This design comes from an exercise in tuning for small area on the open sky130 flow, not from production work.
Only simulation tests tie the RTL to the original design; equivalence was not proved.
Power is estimated from default activity; no workload was simulated.

## maple
## vid_sram_banked
module vid_sram_banked #(
    parameter int DEPTH      = 12,
    parameter int ADDR_SPACE = 4,
    parameter int Q          = 16,
    parameter int VID_BW     = 16,
    parameter int RD_LAT     = 3
) (
    input  logic                  clk,
    input  logic                  rst_n,
    input  logic                  wsb,
    input  logic [Q-1:0]          wmask,
    input  logic [ADDR_SPACE-1:0] waddr,
    input  logic [VID_BW*Q-1:0]   wdata,
    input  logic                  rsb,
    input  logic [ADDR_SPACE-1:0] raddr,
    output logic [VID_BW*Q-1:0]   rdata,
    output logic                  rvalid,
    output logic                  collision,
    output logic                  oob_err
);
For scale: roughly 8,700 cells after synthesis, ~3,800 flip-flops.
Settings: LEC_CHECK=0, CAP_MARGIN=20, CORE_MARGIN=2, CORE_UTILIZATION=80, SLEW_MARGIN=20, SYNTH_HIERARCHICAL=1, SYNTH_MINIMUM_KEEP_SIZE=0; clock period 5.0 ns.
standard.sh (not shown) runs the stock make flow with config.mk's settings and CLKGATE_MAP_FILE= SYNTH_SCRIPT=/design/flow/synth_recipe.tcl, a recipe that flattens the netlist after the stock synthesis.
==> flow/flow/run.sh <==
#!/bin/bash
# The standard layout (standard.sh, the standard flow's own ORFS run, with its standard synthesis), with
# two changes: the port buffers are the smallest buffer cell, and clock tree synthesis uses
# clkbuf_8 leaf clusters of up to 12 sinks and inserts no dummy loads.
set -euo pipefail
CTS_ARGS="-sink_clustering_enable -repair_clock_nets -dont_use_dummy_load -buf_list sky130_fd_sc_hd__clkbuf_8 -sink_clustering_size 12 -sink_clustering_max_diameter 40"
BUFFER_PORTS_ARGS="-buffer_cell sky130_fd_sc_hd__buf_1"
export CTS_ARGS BUFFER_PORTS_ARGS
bash standard.sh "CTS_ARGS=$CTS_ARGS" "BUFFER_PORTS_ARGS=$BUFFER_PORTS_ARGS" finish > standard_make.log 2>&1
Modified inputs, ember compared to maple
--- a/flow/flow/run.sh
+++ b/flow/flow/run.sh
@@ -4 +4 @@
-# clkbuf_8 leaf clusters of up to 12 sinks and inserts no dummy loads.
+# clkbuf_8 leaf clusters of up to 16 sinks and inserts no dummy loads.
@@ -6 +6 @@
-CTS_ARGS="-sink_clustering_enable -repair_clock_nets -dont_use_dummy_load -buf_list sky130_fd_sc_hd__clkbuf_8 -sink_clustering_size 12 -sink_clustering_max_diameter 40"
+CTS_ARGS="-sink_clustering_enable -repair_clock_nets -dont_use_dummy_load -buf_list sky130_fd_sc_hd__clkbuf_8 -sink_clustering_size 16 -sink_clustering_max_diameter 50"
--- a/flow/config.mk
+++ b/flow/config.mk
@@ -10 +10,2 @@
-export CORE_UTILIZATION = 80
+export CORE_UTILIZATION = 70
+export GPL_TIMING_DRIVEN = 0
--- outcome ---
Summary of the comparison: final cell area excluding filler cells is higher in ember, relative to maple. Summary of ember over maple: hold slack decreased 0.053 ns; part of the total power dissipated in the clock network lost 2.4 points.
Changes in tundra relative to ember:
--- a/flow/config.mk
+++ b/flow/config.mk
@@ -11 +10,0 @@
-export GPL_TIMING_DRIVEN = 0
==> comparison <==
Looking at the reports, tundra completed the entire flow and the layout it produced met the timing, DRC and antenna checks. Against ember, worst hold slack in tundra came out worse. | total clock buffers created by CTS | lower: tundra |. Comparing tundra and ember, area of all placed cells without fillers is lower on tundra. NOTE: DRC marker count from the first detailed-route iteration in tundra falls short of that of ember. tundra: count of clock-buffer cells in the layout lower than ember. From ember to tundra, post-synth design cell area did not move at all. ember -> tundra: cell area after placement decreased slightly. tundra ended up with a lower minimum clock period after layout than ember did. Taking ember as the reference, in tundra final clock period utilization by the worst path fell by 21 points; overall power after layout fell by 0.32%; final worst setup slack rose by 1.03 ns.


Setup of v16:
Another version of the RTL of vid_sram_banked (not shown whole).
For scale: ~8700 cells after synthesis, roughly 540 I/O pins, about 0.12 sq mm of cells after synthesis.
clock: 5.0 ns
lec_check: 0
cap_margin: 20
core_margin: 2
core_utilization: 50
slew_margin: 20
synth_hierarchical: 1
synth_minimum_keep_size: 0
run.sh (not shown) runs the stock make flow with config.mk's settings and CLKGATE_MAP_FILE= SYNTH_SCRIPT=/design/flow/synth_recipe.tcl, a recipe that flattens the netlist after the stock synthesis.
Stock flow here: none of the scripts above is used.
In summary, v16 completed successfully, with a layout that passed the timing, DRC and antenna checks.
diff inputs: v16 => v18
Settings: swapping 50 for 70 in CORE_UTILIZATION.
==> flow/flow/run.sh (new file) <==
#!/bin/bash
# The standard layout (standard.sh, the standard flow's own ORFS run, with its standard synthesis), with
# two changes: the port buffers are the smallest buffer cell, and clock tree synthesis uses
# clkbuf_8 leaf clusters of up to 16 sinks and inserts no dummy loads.
set -euo pipefail
CTS_ARGS="-sink_clustering_enable -repair_clock_nets -dont_use_dummy_load -buf_list sky130_fd_sc_hd__clkbuf_8 -sink_clustering_size 16 -sink_clustering_max_diameter 50"
BUFFER_PORTS_ARGS="-buffer_cell sky130_fd_sc_hd__buf_1"
export CTS_ARGS BUFFER_PORTS_ARGS
bash standard.sh "CTS_ARGS=$CTS_ARGS" "BUFFER_PORTS_ARGS=$BUFFER_PORTS_ARGS" finish > standard_make.log 2>&1
==> flow/standard.sh (new file) <==
#!/bin/bash
# synth_recipe.tcl (not shown) runs the flow's synth.tcl, then flattens the netlist and writes it again
# the make line also repeats each setting of config.mk as NAME=value (left out here)
make -C /OpenROAD-flow-scripts/flow DESIGN_CONFIG=/design/flow/config.mk WORK_HOME=/design/flow/orfs CLKGATE_MAP_FILE= SYNTH_SCRIPT=/design/flow/synth_recipe.tcl "${@:-finish}"
removed: flow/run.sh
Findings:
Design area: v18 < v16
Looking at maximum operating frequency across both flows, v18 is the stronger of the two, with v16 trailing.
v18 vs v16 — length of routed met3 wiring climbed by more than 10%
Re final-report hold violation count: no difference whatsoever between v18 and v16.
Sort v18 and v16 by final cell utilization of the core, descending, and v18 comes first.
Inputs modified between v18 and v22:
Settings: CORE_UTILIZATION: 70 -> 60.
==> comparison <==
In the metrics for v22 and v18, the one carrying the higher sequential share of cell area is v18.
Compared v22 against v18; logic gate share of total power within noise.
Looking at endpoint of the worst setup timing path, the mem[7][143]$_DFF_P_ result is from v18; the mem[7][1]$_DFF_P_ one comes from v22.
Compare v22 and v18 | initial standard-cell utilization of the core higher: v18
On per-cell via count in the routed design, the lower figure sits with v22, not v18.
What v22 reported for number of fillers in the final layout has to be multiplied by 0.74 to get the figure for v18.
The inputs of v21 differ from those of v22 as listed below.
Settings: CORE_UTILIZATION now 70, was 60.
==> flow/flow/run.sh <==
#!/bin/bash
# The standard layout (standard.sh, the standard flow's own ORFS run, with its standard synthesis), with
# two changes: the port buffers are the smallest buffer cell, and clock tree synthesis uses
# clkbuf_8 leaf clusters of up to 12 sinks and inserts no dummy loads.
set -euo pipefail
CTS_ARGS="-sink_clustering_enable -repair_clock_nets -dont_use_dummy_load -buf_list sky130_fd_sc_hd__clkbuf_8 -sink_clustering_size 12 -sink_clustering_max_diameter 40"
BUFFER_PORTS_ARGS="-buffer_cell sky130_fd_sc_hd__buf_1"
export CTS_ARGS BUFFER_PORTS_ARGS
bash standard.sh "CTS_ARGS=$CTS_ARGS" "BUFFER_PORTS_ARGS=$BUFFER_PORTS_ARGS" finish > standard_make.log 2>&1
Findings:
- v21: done, clean on timing, DRC and antenna
- v21 vs v22, library cell contributing the largest single delay on the critical path: sky130_fd_sc_hd__nand2_1 vs sky130_fd_sc_hd__nor2_4
- From v22 to v21 the numbers moved as follows: die area shrank by about 14%; number of placed instances with taps included has decreased; level count of the clock H-tree held; flop and latch count out of synthesis did not really move.
The inputs of v50 differ from those of v21 as listed below.
Settings: CTS_BUF_LIST: unset -> sky130_fd_sc_hd__clkbuf_8; CTS_CLUSTER_SIZE: unset -> 12; CTS_CLUSTER_DIAMETER: unset -> 40.
==> flow/run.sh (new file) <==
#!/bin/bash
# synth_recipe.tcl (not shown) runs the flow's synth.tcl, then flattens the netlist and writes it again
# the make line also repeats each setting of config.mk as NAME=value (left out here)
make -C /OpenROAD-flow-scripts/flow DESIGN_CONFIG=/design/flow/config.mk WORK_HOME=/design/flow/orfs CLKGATE_MAP_FILE= SYNTH_SCRIPT=/design/flow/synth_recipe.tcl finish
removed: flow/flow/run.sh
removed: flow/standard.sh
[summary]
v50 -> v21: cell count after placement flat. Run comparison: v21 end of the critical path mem[9][120]$_DFF_P_; v50 end of the critical path rdata[163]. Switching share of power essentially unchanged between v50 and v21. Between v50 and v21, it is v50 whose path length in cells of the critical path is lower, by 5. v50 ended with every stage complete and zero timing, DRC or antenna violations. STATUS worst hold margin: v50 loses against v21.

afterwards: timing with drivers on the ports:
In the flow no input, the clock included, has a driving cell. The finished layouts below were timed again as built, in two steps.
Step 1, drivers: a clkbuf_16 drives clk and a buf_2 each remaining input, both assumed.
Step 2, shift: input delay + t, output delay - t, t = (earliest + latest rising clock arrival at the registers) / 2. This alone moves slack from input paths to output paths.
a / b / c = no drivers / after step 1 / after step 2; a / b = the first two.
| run | t (ns) | setup slack, ns | worst setup path after step 2 | worst register clock-pin slew, ns | worst data-port slew with drivers (ns) |
|---|---|---|---|---|---|
| maple | 1.116 | 1.732 / 1.789 / 0.673 | input to register | 0.09 / 0.09 | 0.23 |
| ember | 1.137 | 0.820 / 0.876 / -0.261 | input to register | 0.11 / 0.11 | 0.25 |
| tundra | 1.164 | 1.846 / 1.868 / 0.747 | input to register | 0.11 / 0.11 | 0.30 |
| v16 | 1.057 | 1.783 / 1.809 / 0.793 | input to register | 0.07 / 0.07 | 0.21 |
| v18 | 1.164 | 2.114 / 2.059 / 0.933 | input to register | 0.10 / 0.10 | 0.22 |
| v22 | 1.159 | 1.857 / 1.850 / 0.690 | input to register | 0.11 / 0.11 | 0.24 |
| v21 | 1.182 | 2.099 / 2.034 / 0.908 | input to register | 0.08 / 0.08 | 0.22 |
| v50 | 1.188 | 1.690 / 1.598 / 0.639 | input to register | 0.09 / 0.09 | 0.21 |
With both steps, setup timing fails in ember, where it was met with ideal ports. For v21, which loses most, drivers alone change the setup slack by -0.065 ns; drivers and shift together by -1.191 ns.
